This is an optimization exercise on Yosys and OpenROAD, whose aim is small area, a short achievable clock period and few clock cycles per item, not a production implementation.
Power and IR drop assume default switching activity.

==> inputs of v23 <==
==> flow/design.v <==
package tbc_pkg;
   localparam int DataWidth   = 8;
   localparam int AddrWidth   = 8;
   localparam int MemDepth    = 1 << AddrWidth;
   localparam int NumRegs     = 5;
   localparam logic [AddrWidth-1:0] HaltPc = '1;
   localparam logic ReqWrite = 1'b0;
   localparam logic ReqExec  = 1'b1;
   localparam logic [DataWidth-1:0] OpNop = 8'h00;
   localparam logic [DataWidth-1:0] OpAdd = 8'h01;
   localparam logic [DataWidth-1:0] OpSub = 8'h02;
   localparam logic [DataWidth-1:0] OpJmp = 8'h03;
   localparam logic [DataWidth-1:0] OpBlt = 8'h04;
   localparam logic [DataWidth-1:0] OpLd  = 8'h05;
   localparam logic [DataWidth-1:0] OpSt  = 8'h06;
endpackage
module tbc_mem (
   input  logic        clock,
   input  logic        reset,
   input  logic        we,
   input  logic [7:0]  waddr,
   input  logic [7:0]  wdata,
   input  logic [31:0] slo,
   input  logic [31:0] shi,
   input  logic [3:0]  rot,
   output logic [31:0] rdata
);
   logic [7:0]  mem_ff [256];
   logic [7:0]  wd;
   logic [15:0] wsel_hi;
   logic [15:0] wsel_lo;
   logic [7:0]  bank_q [4];
   assign wd = reset ? 8'h00 : wdata;
   always_comb begin
      wsel_hi = '0;
      wsel_lo = '0;
      wsel_hi[waddr[7:4]] = 1'b1;
      wsel_lo[waddr[3:0]] = we;
   end
   for (genvar i = 0; i < 256; i++) begin : g_byte
      always_ff @(posedge clock) begin
         if (reset || (wsel_hi[i / 16] && wsel_lo[i % 16])) begin
            mem_ff[i] <= wd;
         end
      end
   end
   for (genvar k = 0; k < 4; k++) begin : g_bank
      for (genvar b = 0; b < 8; b++) begin : g_bit
         logic [7:0] grp;
         for (genvar g = 0; g < 8; g++) begin : g_grp
            logic [7:0] col;
            for (genvar r = 0; r < 8; r++) begin : g_row
               assign col[r] = mem_ff[4*(8*g + r) + k][b];
            end
            tbc_sel8 u_sel (
               .d (col),
               .s (slo[8*k +: 8]),
               .y (grp[g])
            );
         end
         tbc_sel8 u_selh (
            .d (grp),
            .s (shi[8*k +: 8]),
            .y (bank_q[k][b])
         );
      end
   end
   for (genvar j = 0; j < 4; j++) begin : g_rot
      for (genvar b = 0; b < 8; b++) begin : g_bit
         tbc_sel4 u_rot (
            .d ({bank_q[(j + 3) % 4][b], bank_q[(j + 2) % 4][b],
                 bank_q[(j + 1) % 4][b], bank_q[j][b]}),
            .s (rot),
            .y (rdata[8*j + b])
         );
      end
   end
endmodule
module tbc_sel8 (
   input  logic [7:0] d,
   input  logic [7:0] s,
   output logic       y
);
   assign y = |(d & s);
endmodule
module tbc_sel4 (
   input  logic [3:0] d,
   input  logic [3:0] s,
   output logic       y
);
   assign y = |(d & s);
endmodule
import tbc_pkg::*;
module tbc_exec (
   input  logic        clock,
   input  logic        reset,
   input  logic        req_valid,
   output logic        req_stall,
   input  logic        req_type,
   input  logic [7:0]  req_mem_addr,
   input  logic [7:0]  req_mem_data,
   output logic        rsp_valid,
   input  logic        rsp_stall,
   output logic [7:0]  pc,
   output logic [39:0] regs,
   output logic        err,
   output logic        mem_we,
   output logic [7:0]  mem_waddr,
   output logic [7:0]  mem_wdata,
   output logic [31:0] mem_slo,
   output logic [31:0] mem_shi,
   output logic [3:0]  mem_rot,
   input  logic [31:0] mem_rdata
);
   logic [7:0]  pc_ff;
   logic [7:0]  reg_ff [5];
   logic        err_ff;
   logic        rsp_valid_ff;
   logic [31:0] ib_ff;
   logic        ib_valid_ff;
   logic        ld_ff;         
   logic        ld_wr_ff;      
   logic [2:0]  ld_dst_ff;
   logic        back;          
   logic        accept;
   logic        exec_go;
   logic        wr_go;
   logic        halted;
   logic [7:0]  op, b0, b1, b2;
   logic [7:0]  ra, rb;
   logic [7:0]  sum, diff;
   logic        lt;
   logic [7:0]  pc_inc1, pc_inc3, pc_inc4;
   logic        is_nop, is_add, is_sub, is_jmp, is_blt, is_ld, is_st, is_ill;
   logic        w_hit;
   logic        st_hit;
   logic [7:0]  w_off;
   logic [7:0]  st_off;
   function automatic logic [7:0] read_reg(input logic [7:0] idx,
                                           input logic [7:0] r0, input logic [7:0] r1,
                                           input logic [7:0] r2, input logic [7:0] r3,
                                           input logic [7:0] r4, input logic [7:0] p);
      logic [7:0] val;
      case (idx[2:0])
         3'd0:    val = r0;
         3'd1:    val = r1;
         3'd2:    val = r2;
         3'd3:    val = r3;
         3'd4:    val = r4;
         3'd5:    val = p;
         default: val = 8'h00;
      endcase
      read_reg = (idx[7:3] == 5'd0) ? val : 8'h00;
   endfunction
   assign halted    = (pc_ff == HaltPc);
   assign req_stall = ld_ff || (rsp_valid_ff && rsp_stall) || (req_type == ReqExec && !ib_valid_ff);
   assign accept    = req_valid && !req_stall;
   assign exec_go   = accept && (req_type == ReqExec) && !halted;
   assign wr_go     = accept && (req_type == ReqWrite);
   assign op = ib_ff[7:0];
   assign b0 = ib_ff[15:8];
   assign b1 = ib_ff[23:16];
   assign b2 = ib_ff[31:24];
   assign is_nop = (op == OpNop);
   assign is_add = (op == OpAdd);
   assign is_sub = (op == OpSub);
   assign is_jmp = (op == OpJmp);
   assign is_blt = (op == OpBlt);
   assign is_ld  = (op == OpLd);
   assign is_st  = (op == OpSt);
   assign is_ill = (op > OpSt);
   assign pc_inc1 = pc_ff + 8'd1;
   assign pc_inc3 = pc_ff + 8'd3;
   assign pc_inc4 = pc_ff + 8'd4;
   assign ra   = read_reg(b0, reg_ff[0], reg_ff[1], reg_ff[2], reg_ff[3], reg_ff[4], pc_ff);
   assign rb   = read_reg(b1, reg_ff[0], reg_ff[1], reg_ff[2], reg_ff[3], reg_ff[4], pc_ff);
   assign sum  = ra + rb;
   assign diff = ra - rb;
   assign lt   = (ra < rb);
   assign back = (b2 <= pc_ff);
   logic [6:0]  fsel;        
   logic [7:0]  lo_opt [9];   
   logic [7:0]  hi_opt [9];   
   logic [2:0]  pc_add [4];
   function automatic logic [7:0] onehot3(input logic [2:0] v);
      onehot3 = 8'd1 << v;
   endfunction
   function automatic logic [31:0] rows_oh(input logic [5:0] r);
      logic [7:0] lo;
      logic [7:0] hi;
      lo = onehot3(r[2:0]);
      hi = onehot3(r[5:3]);
      rows_oh[7:0]   = lo;
      rows_oh[15:8]  = hi;
      rows_oh[23:16] = {lo[6:0], lo[7]};
      rows_oh[31:24] = lo[7] ? {hi[6:0], hi[7]} : hi;
   endfunction
   logic [31:0] p_oh, b0_oh, b1_oh, b2_oh;
   logic [7:0]  p2_lo, p2_hi;
   assign p_oh  = rows_oh(pc_ff[7:2]);
   assign b0_oh = rows_oh(b0[7:2]);
   assign b1_oh = rows_oh(b1[7:2]);
   assign b2_oh = rows_oh(b2[7:2]);
   assign p2_lo = {p_oh[5:0], p_oh[7:6]};
   assign p2_hi = (p_oh[6] || p_oh[7]) ? {p_oh[14:8], p_oh[15]} : p_oh[15:8];
   assign lo_opt[0] = p_oh[7:0];    assign hi_opt[0] = p_oh[15:8];
   assign lo_opt[1] = p_oh[23:16];  assign hi_opt[1] = p_oh[31:24];
   assign lo_opt[2] = p2_lo;        assign hi_opt[2] = p2_hi;
   assign lo_opt[3] = b0_oh[7:0];   assign hi_opt[3] = b0_oh[15:8];
   assign lo_opt[4] = b0_oh[23:16]; assign hi_opt[4] = b0_oh[31:24];
   assign lo_opt[5] = b1_oh[7:0];   assign hi_opt[5] = b1_oh[15:8];
   assign lo_opt[6] = b1_oh[23:16]; assign hi_opt[6] = b1_oh[31:24];
   assign lo_opt[7] = b2_oh[7:0];   assign hi_opt[7] = b2_oh[15:8];
   assign lo_opt[8] = b2_oh[23:16]; assign hi_opt[8] = b2_oh[31:24];
   assign pc_add[0] = {1'b0, pc_ff[1:0]};
   assign pc_add[1] = {1'b0, pc_ff[1:0]} + 3'd1;
   assign pc_add[2] = {1'b0, pc_ff[1:0]} + 3'd3;
   assign pc_add[3] = {1'b0, pc_ff[1:0]} + 3'd4;
   for (genvar k = 0; k < 4; k++) begin : g_row
      logic [8:0] osel;
      always_comb begin
         osel = '0;
         for (int c = 0; c < 4; c++) begin
            if (fsel[c]) begin
               osel[2'(pc_add[c][2]) + ((2'(k) < pc_add[c][1:0]) ? 2'd1 : 2'd0)] = 1'b1;
            end
         end
         if (fsel[4]) osel[(2'(k) < b0[1:0]) ? 4 : 3] = 1'b1;
         if (fsel[5]) osel[(2'(k) < b1[1:0]) ? 6 : 5] = 1'b1;
         if (fsel[6]) osel[(2'(k) < b2[1:0]) ? 8 : 7] = 1'b1;
      end
      always_comb begin
         mem_slo[8*k +: 8] = '0;
         mem_shi[8*k +: 8] = '0;
         for (int o = 0; o < 9; o++) begin
            mem_slo[8*k +: 8] = mem_slo[8*k +: 8] | ({8{osel[o]}} & lo_opt[o]);
            mem_shi[8*k +: 8] = mem_shi[8*k +: 8] | ({8{osel[o]}} & hi_opt[o]);
         end
      end
   end
   logic [1:0] f_lo;
   always_comb begin
      f_lo = '0;
      for (int c = 0; c < 4; c++) begin
         f_lo = f_lo | ({2{fsel[c]}} & pc_add[c][1:0]);
      end
      f_lo = f_lo | ({2{fsel[4]}} & b0[1:0]) | ({2{fsel[5]}} & b1[1:0]) | ({2{fsel[6]}} & b2[1:0]);
   end
   assign mem_rot = 4'd1 << f_lo;
   always_comb begin
      fsel = '0;
      if (!ib_valid_ff) begin
         fsel[0] = 1'b1;
      end else begin
         case (op[2:0])
            3'd0:    fsel[1] = 1'b1;    
            3'd6:    fsel[2] = 1'b1;    
            3'd3:    fsel[4] = 1'b1;    
            3'd5:    fsel[5] = 1'b1;    
            3'd4: begin                 
               fsel[6] = back;
               fsel[3] = !back;
            end
            default: fsel[3] = 1'b1;    
         endcase
      end
   end
   always_comb begin
      if (wr_go) begin
         mem_we    = 1'b1;
         mem_waddr = req_mem_addr;
         mem_wdata = req_mem_data;
      end else begin
         mem_we    = exec_go && is_st;
         mem_waddr = b1;
         mem_wdata = ra;
      end
   end
   assign w_off  = req_mem_addr - pc_ff;
   assign w_hit  = (w_off < 8'd4);
   assign st_off = b1 - pc_inc3;
   assign st_hit = (st_off < 8'd4);
   always_ff @(posedge clock) begin
      if (reset) begin
         pc_ff        <= '0;
         for (int i = 0; i < 5; i++) reg_ff[i] <= '0;
         err_ff       <= 1'b0;
         rsp_valid_ff <= 1'b0;
         ib_valid_ff  <= 1'b0;
         ld_ff        <= 1'b0;
      end else begin
         ld_ff <= exec_go && is_ld;
         if (ld_ff && ld_wr_ff) begin
            reg_ff[ld_dst_ff] <= ib_ff[7:0];
         end
         if (accept) begin
            rsp_valid_ff <= !(exec_go && is_ld);
         end else if (ld_ff) begin
            rsp_valid_ff <= 1'b1;
         end else if (!rsp_stall) begin
            rsp_valid_ff <= 1'b0;
         end
         if (exec_go) begin
            ib_valid_ff <= !(is_ld || (is_blt && (lt != back)) || (is_st && st_hit));
         end else begin
            ib_valid_ff <= !(wr_go && w_hit);
         end
         if (exec_go) begin
            if ((is_add || is_sub) && b2 < 8'd5) begin
               reg_ff[b2[2:0]] <= is_add ? sum : diff;
            end
            if (is_ill) begin
               err_ff <= 1'b1;
            end
            if (is_nop) begin
               pc_ff <= pc_inc1;
            end else if (is_add || is_sub) begin
               pc_ff <= pc_inc4;
            end else if (is_jmp) begin
               pc_ff <= b0;
            end else if (is_blt) begin
               pc_ff <= lt ? b2 : pc_inc4;
            end else if (is_ld || is_st) begin
               pc_ff <= pc_inc3;
            end else begin
               pc_ff <= HaltPc;
            end
         end
      end
   end
   always_ff @(posedge clock) begin
      if (exec_go) begin
         ld_wr_ff  <= (b0 < 8'd5);
         ld_dst_ff <= b0[2:0];
      end
   end
   always_ff @(posedge clock) begin
      if (exec_go || !ib_valid_ff) begin
         ib_ff <= mem_rdata;
      end
   end
   assign rsp_valid = rsp_valid_ff;
   assign pc        = pc_ff;
   assign regs      = {reg_ff[4], reg_ff[3], reg_ff[2], reg_ff[1], reg_ff[0]};
   assign err       = err_ff;
endmodule
import tbc_pkg::*;
module tiny_byte_cpu_step (
   input  logic                            clock,
   input  logic                            reset,
   input  logic                            req_valid,
   output logic                            req_stall,
   input  logic                            req_type,
   input  logic [tbc_pkg::AddrWidth-1:0]   req_mem_addr,
   input  logic [tbc_pkg::DataWidth-1:0]   req_mem_data,
   output logic                            rsp_valid,
   input  logic                            rsp_stall,
   output logic [tbc_pkg::AddrWidth-1:0]   rsp_pc,
   output logic [tbc_pkg::DataWidth-1:0]   rsp_reg_a,
   output logic [tbc_pkg::DataWidth-1:0]   rsp_reg_b,
   output logic [tbc_pkg::DataWidth-1:0]   rsp_reg_c,
   output logic [tbc_pkg::DataWidth-1:0]   rsp_reg_d,
   output logic [tbc_pkg::DataWidth-1:0]   rsp_reg_e,
   output logic                            rsp_halted,
   output logic                            rsp_illegal_opcode
);
   logic        mem_we;
   logic [7:0]  mem_waddr;
   logic [7:0]  mem_wdata;
   logic [31:0] mem_slo;
   logic [31:0] mem_shi;
   logic [3:0]  mem_rot;
   logic [31:0] mem_rdata;
   logic [7:0]  pc;
   logic [39:0] regs;
   logic        err;
   tbc_mem u_mem (
      .clock (clock),
      .reset (reset),
      .we    (mem_we),
      .waddr (mem_waddr),
      .wdata (mem_wdata),
      .slo   (mem_slo),
      .shi   (mem_shi),
      .rot   (mem_rot),
      .rdata (mem_rdata)
   );
   tbc_exec u_exec (
      .clock        (clock),
      .reset        (reset),
      .req_valid    (req_valid),
      .req_stall    (req_stall),
      .req_type     (req_type),
      .req_mem_addr (req_mem_addr),
      .req_mem_data (req_mem_data),
      .rsp_valid    (rsp_valid),
      .rsp_stall    (rsp_stall),
      .pc           (pc),
      .regs         (regs),
      .err          (err),
      .mem_we       (mem_we),
      .mem_waddr    (mem_waddr),
      .mem_wdata    (mem_wdata),
      .mem_slo      (mem_slo),
      .mem_shi      (mem_shi),
      .mem_rot      (mem_rot),
      .mem_rdata    (mem_rdata)
   );
   assign rsp_pc             = pc;
   assign rsp_reg_a          = regs[7:0];
   assign rsp_reg_b          = regs[15:8];
   assign rsp_reg_c          = regs[23:16];
   assign rsp_reg_d          = regs[31:24];
   assign rsp_reg_e          = regs[39:32];
   assign rsp_halted         = (pc == HaltPc);
   assign rsp_illegal_opcode = err;
endmodule
==> flow/run.sh <==
#!/bin/bash
# synth_recipe.tcl (not shown) runs the flow's synth.tcl, then flattens the netlist and writes it again
# the make line also repeats each setting of config.mk as NAME=value (left out here)
make -C /OpenROAD-flow-scripts/flow DESIGN_CONFIG=/design/flow/config.mk WORK_HOME=/design/flow/orfs CLKGATE_MAP_FILE= SYNTH_SCRIPT=/design/flow/synth_recipe.tcl finish
==> flow/config.mk <==
export PLATFORM = sky130hd
export DESIGN_NAME = tiny_byte_cpu_step
export DESIGN_NICKNAME = tiny_byte_cpu_step
export VERILOG_FILES = /design/flow/design.v
export SDC_FILE = /design/flow/constraint.sdc
export NUM_CORES = 4
export LEC_CHECK = 0
export CAP_MARGIN = 20
export CORE_MARGIN = 2
export CORE_UTILIZATION = 55
export CTS_CLUSTER_DIAMETER = 80
export CTS_CLUSTER_SIZE = 24
export SETUP_SLACK_MARGIN = 1.5
export SLEW_MARGIN = 20
export SYNTH_HIERARCHICAL = 1
==> flow/constraint.sdc <==
create_clock -name core_clock -period 6.5 [get_ports {clock}]
set_input_delay 1.3000 -clock core_clock [delete_from_list [all_inputs] [get_ports {clock}]]
set_output_delay 1.3000 -clock core_clock [all_outputs]
set_load 0.01 [all_outputs]
==> v34 (differences from v23) <==
--- a/flow/design.v
+++ b/flow/design.v
@@ -20,9 +20,8 @@
    input  logic        we,
    input  logic [7:0]  waddr,
    input  logic [7:0]  wdata,
-   input  logic [31:0] slo,
-   input  logic [31:0] shi,
-   input  logic [3:0]  rot,
+   input  logic [23:0] row,
+   input  logic [1:0]  rot,
    output logic [31:0] rdata
 );
    logic [7:0]  mem_ff [256];
@@ -45,51 +44,23 @@
       end
    end
    for (genvar k = 0; k < 4; k++) begin : g_bank
+      logic [63:0] rsel;
+      always_comb begin
+         rsel = '0;
+         rsel[row[6*k +: 6]] = 1'b1;
+      end
       for (genvar b = 0; b < 8; b++) begin : g_bit
-         logic [7:0] grp;
-         for (genvar g = 0; g < 8; g++) begin : g_grp
-            logic [7:0] col;
-            for (genvar r = 0; r < 8; r++) begin : g_row
-               assign col[r] = mem_ff[4*(8*g + r) + k][b];
-            end
-            tbc_sel8 u_sel (
-               .d (col),
-               .s (slo[8*k +: 8]),
-               .y (grp[g])
-            );
+         logic [63:0] col;
+         for (genvar r = 0; r < 64; r++) begin : g_row
+            assign col[r] = mem_ff[4*r + k][b];
          end
-         tbc_sel8 u_selh (
-            .d (grp),
-            .s (shi[8*k +: 8]),
-            .y (bank_q[k][b])
-         );
+         assign bank_q[k][b] = |(col & rsel);
       end
    end
    for (genvar j = 0; j < 4; j++) begin : g_rot
-      for (genvar b = 0; b < 8; b++) begin : g_bit
-         tbc_sel4 u_rot (
-            .d ({bank_q[(j + 3) % 4][b], bank_q[(j + 2) % 4][b],
-                 bank_q[(j + 1) % 4][b], bank_q[j][b]}),
-            .s (rot),
-            .y (rdata[8*j + b])
-         );
-      end
+      assign rdata[8*j +: 8] = bank_q[2'(rot + 2'(j))];
    end
 endmodule
-module tbc_sel8 (
-   input  logic [7:0] d,
-   input  logic [7:0] s,
-   output logic       y
-);
-   assign y = |(d & s);
-endmodule
-module tbc_sel4 (
-   input  logic [3:0] d,
-   input  logic [3:0] s,
-   output logic       y
-);
-   assign y = |(d & s);
-endmodule
 import tbc_pkg::*;
 module tbc_exec (
    input  logic        clock,
@@ -107,9 +78,8 @@
    output logic        mem_we,
    output logic [7:0]  mem_waddr,
    output logic [7:0]  mem_wdata,
-   output logic [31:0] mem_slo,
-   output logic [31:0] mem_shi,
-   output logic [3:0]  mem_rot,
+   output logic [23:0] mem_row,
+   output logic [1:0]  mem_rot,
    input  logic [31:0] mem_rdata
 );
    logic [7:0]  pc_ff;
@@ -178,75 +148,28 @@
    assign diff = ra - rb;
    assign lt   = (ra < rb);
    assign back = (b2 <= pc_ff);
-   logic [6:0]  fsel;        
-   logic [7:0]  lo_opt [9];   
-   logic [7:0]  hi_opt [9];   
-   logic [2:0]  pc_add [4];
-   function automatic logic [7:0] onehot3(input logic [2:0] v);
-      onehot3 = 8'd1 << v;
-   endfunction
-   function automatic logic [31:0] rows_oh(input logic [5:0] r);
-      logic [7:0] lo;
-      logic [7:0] hi;
-      lo = onehot3(r[2:0]);
-      hi = onehot3(r[5:3]);
-      rows_oh[7:0]   = lo;
-      rows_oh[15:8]  = hi;
-      rows_oh[23:16] = {lo[6:0], lo[7]};
-      rows_oh[31:24] = lo[7] ? {hi[6:0], hi[7]} : hi;
-   endfunction
-   logic [31:0] p_oh, b0_oh, b1_oh, b2_oh;
-   logic [7:0]  p2_lo, p2_hi;
-   assign p_oh  = rows_oh(pc_ff[7:2]);
-   assign b0_oh = rows_oh(b0[7:2]);
-   assign b1_oh = rows_oh(b1[7:2]);
-   assign b2_oh = rows_oh(b2[7:2]);
-   assign p2_lo = {p_oh[5:0], p_oh[7:6]};
-   assign p2_hi = (p_oh[6] || p_oh[7]) ? {p_oh[14:8], p_oh[15]} : p_oh[15:8];
-   assign lo_opt[0] = p_oh[7:0];    assign hi_opt[0] = p_oh[15:8];
-   assign lo_opt[1] = p_oh[23:16];  assign hi_opt[1] = p_oh[31:24];
-   assign lo_opt[2] = p2_lo;        assign hi_opt[2] = p2_hi;
-   assign lo_opt[3] = b0_oh[7:0];   assign hi_opt[3] = b0_oh[15:8];
-   assign lo_opt[4] = b0_oh[23:16]; assign hi_opt[4] = b0_oh[31:24];
-   assign lo_opt[5] = b1_oh[7:0];   assign hi_opt[5] = b1_oh[15:8];
-   assign lo_opt[6] = b1_oh[23:16]; assign hi_opt[6] = b1_oh[31:24];
-   assign lo_opt[7] = b2_oh[7:0];   assign hi_opt[7] = b2_oh[15:8];
-   assign lo_opt[8] = b2_oh[23:16]; assign hi_opt[8] = b2_oh[31:24];
-   assign pc_add[0] = {1'b0, pc_ff[1:0]};
-   assign pc_add[1] = {1'b0, pc_ff[1:0]} + 3'd1;
-   assign pc_add[2] = {1'b0, pc_ff[1:0]} + 3'd3;
-   assign pc_add[3] = {1'b0, pc_ff[1:0]} + 3'd4;
-   for (genvar k = 0; k < 4; k++) begin : g_row
-      logic [8:0] osel;
-      always_comb begin
-         osel = '0;
-         for (int c = 0; c < 4; c++) begin
-            if (fsel[c]) begin
-               osel[2'(pc_add[c][2]) + ((2'(k) < pc_add[c][1:0]) ? 2'd1 : 2'd0)] = 1'b1;
-            end
-         end
-         if (fsel[4]) osel[(2'(k) < b0[1:0]) ? 4 : 3] = 1'b1;
-         if (fsel[5]) osel[(2'(k) < b1[1:0]) ? 6 : 5] = 1'b1;
-         if (fsel[6]) osel[(2'(k) < b2[1:0]) ? 8 : 7] = 1'b1;
-      end
-      always_comb begin
-         mem_slo[8*k +: 8] = '0;
-         mem_shi[8*k +: 8] = '0;
-         for (int o = 0; o < 9; o++) begin
-            mem_slo[8*k +: 8] = mem_slo[8*k +: 8] | ({8{osel[o]}} & lo_opt[o]);
-            mem_shi[8*k +: 8] = mem_shi[8*k +: 8] | ({8{osel[o]}} & hi_opt[o]);
-         end
-      end
+   logic [6:0]  fsel;
+   logic [23:0] f_rows [7];
+   logic [1:0]  f_rot  [7];
+   logic [7:0]  f_addr [7];
+   assign f_addr[0] = pc_ff;
+   assign f_addr[1] = pc_inc1;
+   assign f_addr[2] = pc_inc3;
+   assign f_addr[3] = pc_inc4;
+   assign f_addr[4] = b0;
+   assign f_addr[5] = b1;
+   assign f_addr[6] = b2;
+   for (genvar c = 0; c < 7; c++) begin : g_cand
+      logic [5:0] r;
+      logic [5:0] r1;
+      assign r  = f_addr[c][7:2];
+      assign r1 = f_addr[c][7:2] + 6'd1;
+      assign f_rows[c] = {r,
+                          (f_addr[c][1:0] == 2'd3) ? r1 : r,
+                          (f_addr[c][1:0] >= 2'd2) ? r1 : r,
+                          (f_addr[c][1:0] != 2'd0) ? r1 : r};
+      assign f_rot[c]  = f_addr[c][1:0];
    end
-   logic [1:0] f_lo;
-   always_comb begin
-      f_lo = '0;
-      for (int c = 0; c < 4; c++) begin
-         f_lo = f_lo | ({2{fsel[c]}} & pc_add[c][1:0]);
-      end
-      f_lo = f_lo | ({2{fsel[4]}} & b0[1:0]) | ({2{fsel[5]}} & b1[1:0]) | ({2{fsel[6]}} & b2[1:0]);
-   end
-   assign mem_rot = 4'd1 << f_lo;
    always_comb begin
       fsel = '0;
       if (!ib_valid_ff) begin
@@ -266,6 +189,14 @@
       end
    end
    always_comb begin
+      mem_row = '0;
+      mem_rot = '0;
+      for (int c = 0; c < 7; c++) begin
+         mem_row = mem_row | ({24{fsel[c]}} & f_rows[c]);
+         mem_rot = mem_rot | ({2{fsel[c]}} & f_rot[c]);
+      end
+   end
+   always_comb begin
       if (wr_go) begin
          mem_we    = 1'b1;
          mem_waddr = req_mem_addr;
@@ -367,9 +298,8 @@
    logic        mem_we;
    logic [7:0]  mem_waddr;
    logic [7:0]  mem_wdata;
-   logic [31:0] mem_slo;
-   logic [31:0] mem_shi;
-   logic [3:0]  mem_rot;
+   logic [23:0] mem_row;
+   logic [1:0]  mem_rot;
    logic [31:0] mem_rdata;
    logic [7:0]  pc;
    logic [39:0] regs;
@@ -380,8 +310,7 @@
       .we    (mem_we),
       .waddr (mem_waddr),
       .wdata (mem_wdata),
-      .slo   (mem_slo),
-      .shi   (mem_shi),
+      .row   (mem_row),
       .rot   (mem_rot),
       .rdata (mem_rdata)
    );
@@ -401,8 +330,7 @@
       .mem_we       (mem_we),
       .mem_waddr    (mem_waddr),
       .mem_wdata    (mem_wdata),
-      .mem_slo      (mem_slo),
-      .mem_shi      (mem_shi),
+      .mem_row      (mem_row),
       .mem_rot      (mem_rot),
       .mem_rdata    (mem_rdata)
    );
--- a/flow/config.mk
+++ b/flow/config.mk
@@ -7,9 +7,5 @@
 export LEC_CHECK = 0
 export CAP_MARGIN = 20
 export CORE_MARGIN = 2
-export CORE_UTILIZATION = 55
-export CTS_CLUSTER_DIAMETER = 80
-export CTS_CLUSTER_SIZE = 24
-export SETUP_SLACK_MARGIN = 1.5
+export CORE_UTILIZATION = 40
 export SLEW_MARGIN = 20
-export SYNTH_HIERARCHICAL = 1
==> run notes <==
Against v23, the final cell count of v34 is larger by 35%.
v23 completed with no timing, DRC or antenna violations. v34 completed and failed the layout checks on setup timing.
Of v23 and v34, v34 has the higher clock-buffer cell count (gap 154).
Of v34 and v23, v34 has the higher final area (gap 15%, measured against v23).
Between v34 and v23, the lower first-iteration DRC count is in v23 (gap 47%, measured against v23).
Area after synthesis: v34 is higher than v23 (7.6%).
Register-to-register slack: v34 is worse than v23 (1500 ps).
Clock skew: v23 is lower than v34 (4.7 ps).
Critical path depth: v34 is higher than v23 (7).
Maximum frequency: v23 is higher than v34 (about 30%).
==> figures <==
metric                                                                                             v34               v23
Wire length of the first global-routing pass                                                 555000 um         396000 um
Synth Area in Adders                                                                           0.00938           0.00947
Syn Area/Cell                                                                                14.0 um^2         15.8 um^2
Die area                                                                                    0.238 mm^2        0.161 mm^2
Diodes inserted                                                                                      8                 6
Post-cts gate resize count                                                                          22                76
Simple logic cell fraction of the synthesized area                                              0.0883            0.0599
Warnings, synthesis                                                                                  7                14
Clock-pin slew reported for the worst setup and hold paths after clock tree synthesis            60 ps             90 ps
Worst setup path endpoint                                                              u_exec.ib_ff[8]   u_exec.ib_ff[6]
Die outline width                                                                               488 um            402 um
Highest achievable clock rate                                                                0.153 GHz         0.198 GHz
Half-perimeter wire length after detailed placement                                          281000 um         184000 um
Sequential cell area in the final layout                                                   0.0640 mm^2       0.0640 mm^2
Power share of the sequential group                                                              0.254             0.454
Cell area after placement                                                                   0.105 mm^2       0.0928 mm^2
Status                                                                                 failed layout checks    finished clean
Reasons for failing layout checks                                                         setup timing                 -
Routed wire length on met3                                                                    49300 um          32200 um
Per-cell via count in the routed design                                                           6.57              7.15
Startpoint of the most critical setup path                                             u_exec.ib_ff[9]  u_exec.ib_ff[28]
No run of this note included a check of the RTL's function; only the layout flow was run.

-- static timing again, ports no longer ideal --
The flow's constraints put no driver on any port. The routed layouts listed below were extracted and timed again, unchanged, in two steps. Step 1, drivers: a clkbuf_16 drives clock and a buf_2 each remaining input, both assumed. Step 2, shift: input delay + t, output delay - t, t = (earliest + latest rising clock arrival at the registers) / 2. This alone moves slack from input paths to output paths. a / b / c = ideal / step 1 / step 2; a / b = the first two.
run | t, ns | setup slack, ns | hold WS [ns] | worst register clock-pin slew, ns | pins driven straight from the clock port
v23 | 0.861 | 1.438 / 1.438 / 0.681 | 0.539 / 0.539 / 0.539 | 0.10 / 0.10 | 1
v34 | 0.993 | -0.038 / -0.038 / -0.038 | 0.594 / 0.594 / 0.594 | 0.07 / 0.07 | 1
The setup slack of v23, which loses most, moves by 0.000 ns with the drivers and by -0.757 ns with both steps.
